Background: an optimization exercise with open tools, aiming at small area and a short achievable clock period. Do not read the settings as production practice.
The RTL was checked by simulation tests, not by an equivalence proof against the original design.
Power and IR drop assume default switching activity.

// foosball_top
module foosball_top (
   input  logic                     clk,
   input  logic                     reset,
   input  logic                     stop_ball,
   input  game_types_pkg::rod_btn_t left_btn,
   input  game_types_pkg::rod_btn_t right_btn,
   input  game_types_pkg::pixel_t   pix,
   output game_types_pkg::rgb_t     rgb,
   output logic                     score1,
   output logic                     score2
);
Size: ~4700 sq um of cells after synthesis.
Settings: LEC_CHECK=0, CAP_MARGIN=20, CORE_MARGIN=2, CORE_UTILIZATION=40, SLEW_MARGIN=20; clock period 13.0 ns.
standard.sh (not shown) runs the stock make flow with config.mk's settings and CLKGATE_MAP_FILE= SYNTH_SCRIPT=/design/flow/synth_recipe.tcl, a recipe that flattens the netlist after the stock synthesis.
==> flow/flow/run.sh <==
#!/bin/bash
# Own layout flow: the standard synthesis, then the combinational logic between the
# registers is mapped again by ABC (registers, their names and cell types are kept as
# the standard synthesis made them): the logic in front of the rgb registers for delay,
# the rest for area. Then the standard layout steps from floorplan to finish.
set -euo pipefail
WORK=$(pwd)
HERE=$(cd "$(dirname "$0")" && pwd)
R=$WORK/orfs/results/$FLOW_PLATFORM/foosball_top/base
LIB=$FLOW_HOME/platforms/$FLOW_PLATFORM/lib/sky130_fd_sc_hd__tt_025C_1v80.lib
YOSYS=$FLOW_HOME/../tools/install/yosys/bin/yosys
[ -x "$YOSYS" ] || YOSYS=$(command -v yosys)

CRIT_SCRIPT=${CRIT_SCRIPT:-abc_speed.script}
REST_SCRIPT=${REST_SCRIPT:-abc_area.script}
LAYOUT_ARGS=()
[ -f "$HERE/flow.env" ] && source "$HERE/flow.env"

# 1. standard synthesis
bash standard.sh synth > "$WORK/log_1_synth.log" 2>&1
cp "$R/1_2_yosys.v" "$WORK/std_1_2_yosys.v"

# 2. remap the combinational logic
python3 "$HERE/genmodels.py" "$LIB" > "$WORK/comb_models.v"
DU=""
for c in $(sed -n '/DONT_USE_CELLS += /,/^$/p' "$FLOW_HOME/platforms/$FLOW_PLATFORM/config.mk" | grep -o 'sky130_fd_sc_hd__[a-z0-9_]*'); do
   DU="$DU -dont_use $c"
done
printf 'set_driving_cell sky130_fd_sc_hd__buf_1\nset_load 5\n' > "$WORK/abc.constr"
# 2a. our own synthesis of the design (Yosys's generic synthesis, without the fsm
# and share passes, flattened), mapped the same way; its registers then get the
# names and cell types the standard synthesis gave them
cat > "$WORK/own_synth.ys" <<EOY
read_liberty -lib $LIB
read_verilog -defer -sv $WORK/design.v
hierarchy -check -top $FLOW_TOP
synth -top $FLOW_TOP -flatten -nofsm -noshare
opt -purge
rename -wire
dfflibmap -liberty $LIB $DU
opt
techmap
opt -purge
select -set dw c:u_render.* c:left_half* %u c:right_half* %u c:left_rod.* %u c:right_rod.* %u %ci1:+sky130_fd_sc_hd__dfrtp_1,sky130_fd_sc_hd__dfstp_2[D] w:* %i
select -set crit @dw %ci*:-sky130_fd_sc_hd__dfrtp_1,sky130_fd_sc_hd__dfstp_2
select -set critg @crit t:\$_* %i
abc -liberty $LIB $DU -constr $WORK/abc.constr -script $HERE/$CRIT_SCRIPT @critg
select -set outc o:* %ci*:-sky130_fd_sc_hd__dfrtp_1,sky130_fd_sc_hd__dfstp_2
select -set outg @outc t:\$_* %i
abc -liberty $LIB $DU -constr $WORK/abc.constr -script $HERE/$CRIT_SCRIPT @outg
abc -liberty $LIB $DU -constr $WORK/abc.constr -script $HERE/$REST_SCRIPT t:\$_*
opt_clean -purge
chtype -map sky130_fd_sc_hd__clkinv_1 sky130_fd_sc_hd__inv_1
opt_merge -share_all t:sky130_fd_sc_hd__df* %n
opt_clean -purge
hilomap -singleton -hicell sky130_fd_sc_hd__conb_1 HI -locell sky130_fd_sc_hd__conb_1 LO
insbuf -buf sky130_fd_sc_hd__buf_4 A X
splitnets
opt_clean -purge
rename -hide w:*\$func\$*
opt_clean -purge
tee -o $WORK/own_stat.txt stat -liberty $LIB
check -assert -mapped
write_verilog -noattr -noexpr -nohex -nodec $WORK/own_1_2_yosys.v
EOY

# 2b. fallback: the standard netlist's combinational logic mapped again
cat > "$WORK/remap.ys" <<EOY
read_liberty -lib $LIB
read_verilog $WORK/std_1_2_yosys.v
hierarchy -top $FLOW_TOP
techmap -map $WORK/comb_models.v
techmap
opt -purge
select -set dw c:u_render.* c:left_half* %u c:right_half* %u c:left_rod.* %u c:right_rod.* %u %ci1:+sky130_fd_sc_hd__dfrtp_1,sky130_fd_sc_hd__dfstp_2[D] w:* %i
select -set crit @dw %ci*:-sky130_fd_sc_hd__dfrtp_1,sky130_fd_sc_hd__dfstp_2
select -set critg @crit t:\$_* %i
abc -liberty $LIB $DU -constr $WORK/abc.constr -script $HERE/$CRIT_SCRIPT @critg
select -set outc o:* %ci*:-sky130_fd_sc_hd__dfrtp_1,sky130_fd_sc_hd__dfstp_2
select -set outg @outc t:\$_* %i
abc -liberty $LIB $DU -constr $WORK/abc.constr -script $HERE/$CRIT_SCRIPT @outg
abc -liberty $LIB $DU -constr $WORK/abc.constr -script $HERE/$REST_SCRIPT t:\$_*
opt_clean -purge
chtype -map sky130_fd_sc_hd__clkinv_1 sky130_fd_sc_hd__inv_1
opt_merge -share_all t:sky130_fd_sc_hd__df* %n
opt_clean -purge
hilomap -singleton -hicell sky130_fd_sc_hd__conb_1 HI -locell sky130_fd_sc_hd__conb_1 LO
insbuf -buf sky130_fd_sc_hd__buf_4 A X
splitnets
opt_clean -purge
tee -o $WORK/remap_stat.txt stat -liberty $LIB
check -assert -mapped
write_verilog -noattr -noexpr -nohex -nodec $WORK/remap_1_2_yosys.v
EOY

if "$YOSYS" -s "$WORK/own_synth.ys" > "$WORK/log_2_own_synth.log" 2>&1 \
   && python3 "$HERE/stitch.py" "$WORK/std_1_2_yosys.v" "$WORK/own_1_2_yosys.v" "$WORK/remap_1_2_yosys.v" > "$WORK/log_2_stitch.log" 2>&1; then
   echo "own synthesis used" >> "$WORK/log_2_stitch.log"
else
   echo "own synthesis not used: remapping the standard netlist" >> "$WORK/log_2_stitch.log"
   "$YOSYS" -s "$WORK/remap.ys" > "$WORK/log_2_remap.log" 2>&1
fi
python3 "$HERE/netfix.py" "$WORK/remap_1_2_yosys.v" "$WORK/netfix_1_2_yosys.v" > "$WORK/log_2_netfix.log" 2>&1
cp "$WORK/netfix_1_2_yosys.v" "$R/1_2_yosys.v"
rm -f "$R/1_synth.odb" "$R/1_synth.sdc"

# 3. the standard layout from the remapped netlist
bash standard.sh "${LAYOUT_ARGS[@]}" finish > "$WORK/log_3_layout.log" 2>&1
==> flow/flow/flow.env <==
LAYOUT_ARGS=("BUFFER_PORTS_ARGS=-buffer_cell sky130_fd_sc_hd__buf_1" "POST_GLOBAL_PLACE_TCL=$HERE/portbuf.tcl" "SETUP_SLACK_MARGIN=8.9" "CTS_ARGS=-sink_clustering_enable -repair_clock_nets -dont_use_dummy_load -buf_list sky130_fd_sc_hd__clkbuf_8")
==> flow/flow/portbuf.tcl <==
# after global placement: the port buffers of the pixel cursor inputs and of the
# outputs are made one size stronger than the other port buffers
proc my_upsize_port_buffer { port_name } {
  set net [get_nets $port_name]
  foreach pin [get_pins -of_objects $net] {
    set inst [get_cells -of_objects $pin]
    if { [get_property $inst ref_name] == "sky130_fd_sc_hd__buf_1" } {
      replace_cell $inst [get_lib_cells */sky130_fd_sc_hd__buf_2]
    }
  }
}
foreach port [get_ports -filter "direction == output"] {
  my_upsize_port_buffer [get_full_name $port]
}
foreach port [get_ports pix*] {
  my_upsize_port_buffer [get_full_name $port]
}
Other scripts of this flow, unchanged in this note and not shown: flow/flow/abc_area.script, flow/flow/abc_speed.script, flow/flow/genmodels.py, flow/flow/netfix.py, flow/flow/stitch.py
The starting point finished clean.
Change:
--- a/flow/flow/run.sh
+++ b/flow/flow/run.sh
@@ -48,3 +47,0 @@
-select -set outc o:* %ci*:-sky130_fd_sc_hd__dfrtp_1,sky130_fd_sc_hd__dfstp_2
-select -set outg @outc t:\$_* %i
-abc -liberty $LIB $DU -constr $WORK/abc.constr -script $HERE/$CRIT_SCRIPT @outg
@@ -79,3 +75,0 @@
-select -set outc o:* %ci*:-sky130_fd_sc_hd__dfrtp_1,sky130_fd_sc_hd__dfstp_2
-select -set outg @outc t:\$_* %i
-abc -liberty $LIB $DU -constr $WORK/abc.constr -script $HERE/$CRIT_SCRIPT @outg
==> flow/flow/flow.env (replaced) <==
LAYOUT_ARGS=("BUFFER_PORTS_ARGS=-buffer_cell sky130_fd_sc_hd__buf_1" "SETUP_SLACK_MARGIN=8.9" "CTS_ARGS=-sink_clustering_enable -repair_clock_nets -dont_use_dummy_load -buf_list sky130_fd_sc_hd__clkbuf_8")
removed: flow/flow/portbuf.tcl
What happened: The changed run went through all stages and came out clean. Synthesized area is about the same. Sequential cell count does not change. Register-to-register slack improved by 30 ps. Global-route usage came out higher by 0.18 points. Final cell count came out higher by about 1.2%. Total power went down by about 0.5%. Clock power hardly moves. Wire length rose by about 3%. Worst setup slack improved by 29 ps. Sequential power barely changes. Count of clock-buffer cells in the layout is unchanged.
Change:
--- a/flow/flow/run.sh
+++ b/flow/flow/run.sh
@@ -47,0 +48,3 @@
+select -set outc o:* %ci*:-sky130_fd_sc_hd__dfrtp_1,sky130_fd_sc_hd__dfstp_2
+select -set outg @outc t:\$_* %i
+abc -liberty $LIB $DU -constr $WORK/abc.constr -script $HERE/$CRIT_SCRIPT @outg
@@ -75,0 +79,3 @@
+select -set outc o:* %ci*:-sky130_fd_sc_hd__dfrtp_1,sky130_fd_sc_hd__dfstp_2
+select -set outg @outc t:\$_* %i
+abc -liberty $LIB $DU -constr $WORK/abc.constr -script $HERE/$CRIT_SCRIPT @outg
==> flow/flow/flow.env (replaced) <==
LAYOUT_ARGS=("BUFFER_PORTS_ARGS=-buffer_cell sky130_fd_sc_hd__buf_1" "SETUP_SLACK_MARGIN=8.9" "PLACE_DENSITY=0.7" "CTS_ARGS=-sink_clustering_enable -repair_clock_nets -dont_use_dummy_load -buf_list sky130_fd_sc_hd__clkbuf_8")
After rerunning:
- final area shrinks slightly
- hold slack gets better by 5.4 ps
- sequential cell count stays the same
- worst setup slack degrades by 83 ps
- count of clock-buffer cells in the layout does not change
Change:
==> flow/flow/flow.env (replaced) <==
LAYOUT_ARGS=("BUFFER_PORTS_ARGS=-buffer_cell sky130_fd_sc_hd__buf_1" "SETUP_SLACK_MARGIN=9.0" "CTS_ARGS=-sink_clustering_enable -repair_clock_nets -dont_use_dummy_load -buf_list sky130_fd_sc_hd__clkbuf_8")
First-iteration DRC count is lower by 15%.
Synthesized area is unchanged.
Final area grows by 1.4%.
Non-clock buffer count climbs by 2.
Synthesized cell count does not change.
Wire length went up by 2.1%.
Total power increases by 1.1%.
Via count came out lower by 1.6%.
Sequential cell count is unchanged.
Hold slack loses 9.5 ps.

separate check: timing with driven ports:
The results above use ideal ports. As a check the final layouts listed here were re-extracted and re-timed, cells and wires unchanged.
Step 1: set_driving_cell puts a clkbuf_16 on clk and a buf_2 on each other input, an assumption about the parent block.
Step 2 times the ports against the registers' clock, not the clock port: input delays grow and output delays shrink by t, the midpoint of the rising clock arrivals with the driver on.
Slacks: ideal ports / drivers / drivers and shift; pairs: ideal ports / drivers.
run | shift t [ns] | slack for setup (ns) | worst setup path after step 2 | pins driven straight from the clock port
the first run | 0.359 | 9.064 / 9.079 / 8.719 | input to register | 1
the second run | 0.366 | 9.094 / 9.060 / 8.768 | input to register | 1
the third run | 0.372 | 9.010 / 9.021 / 8.648 | input to register | 1
the fourth run | 0.373 | 9.113 / 9.125 / 8.752 | input to register | 1
After both steps every run listed still meets setup and hold. For the third run, which loses most, drivers alone change the setup slack by +0.011 ns; drivers and shift together by -0.362 ns.
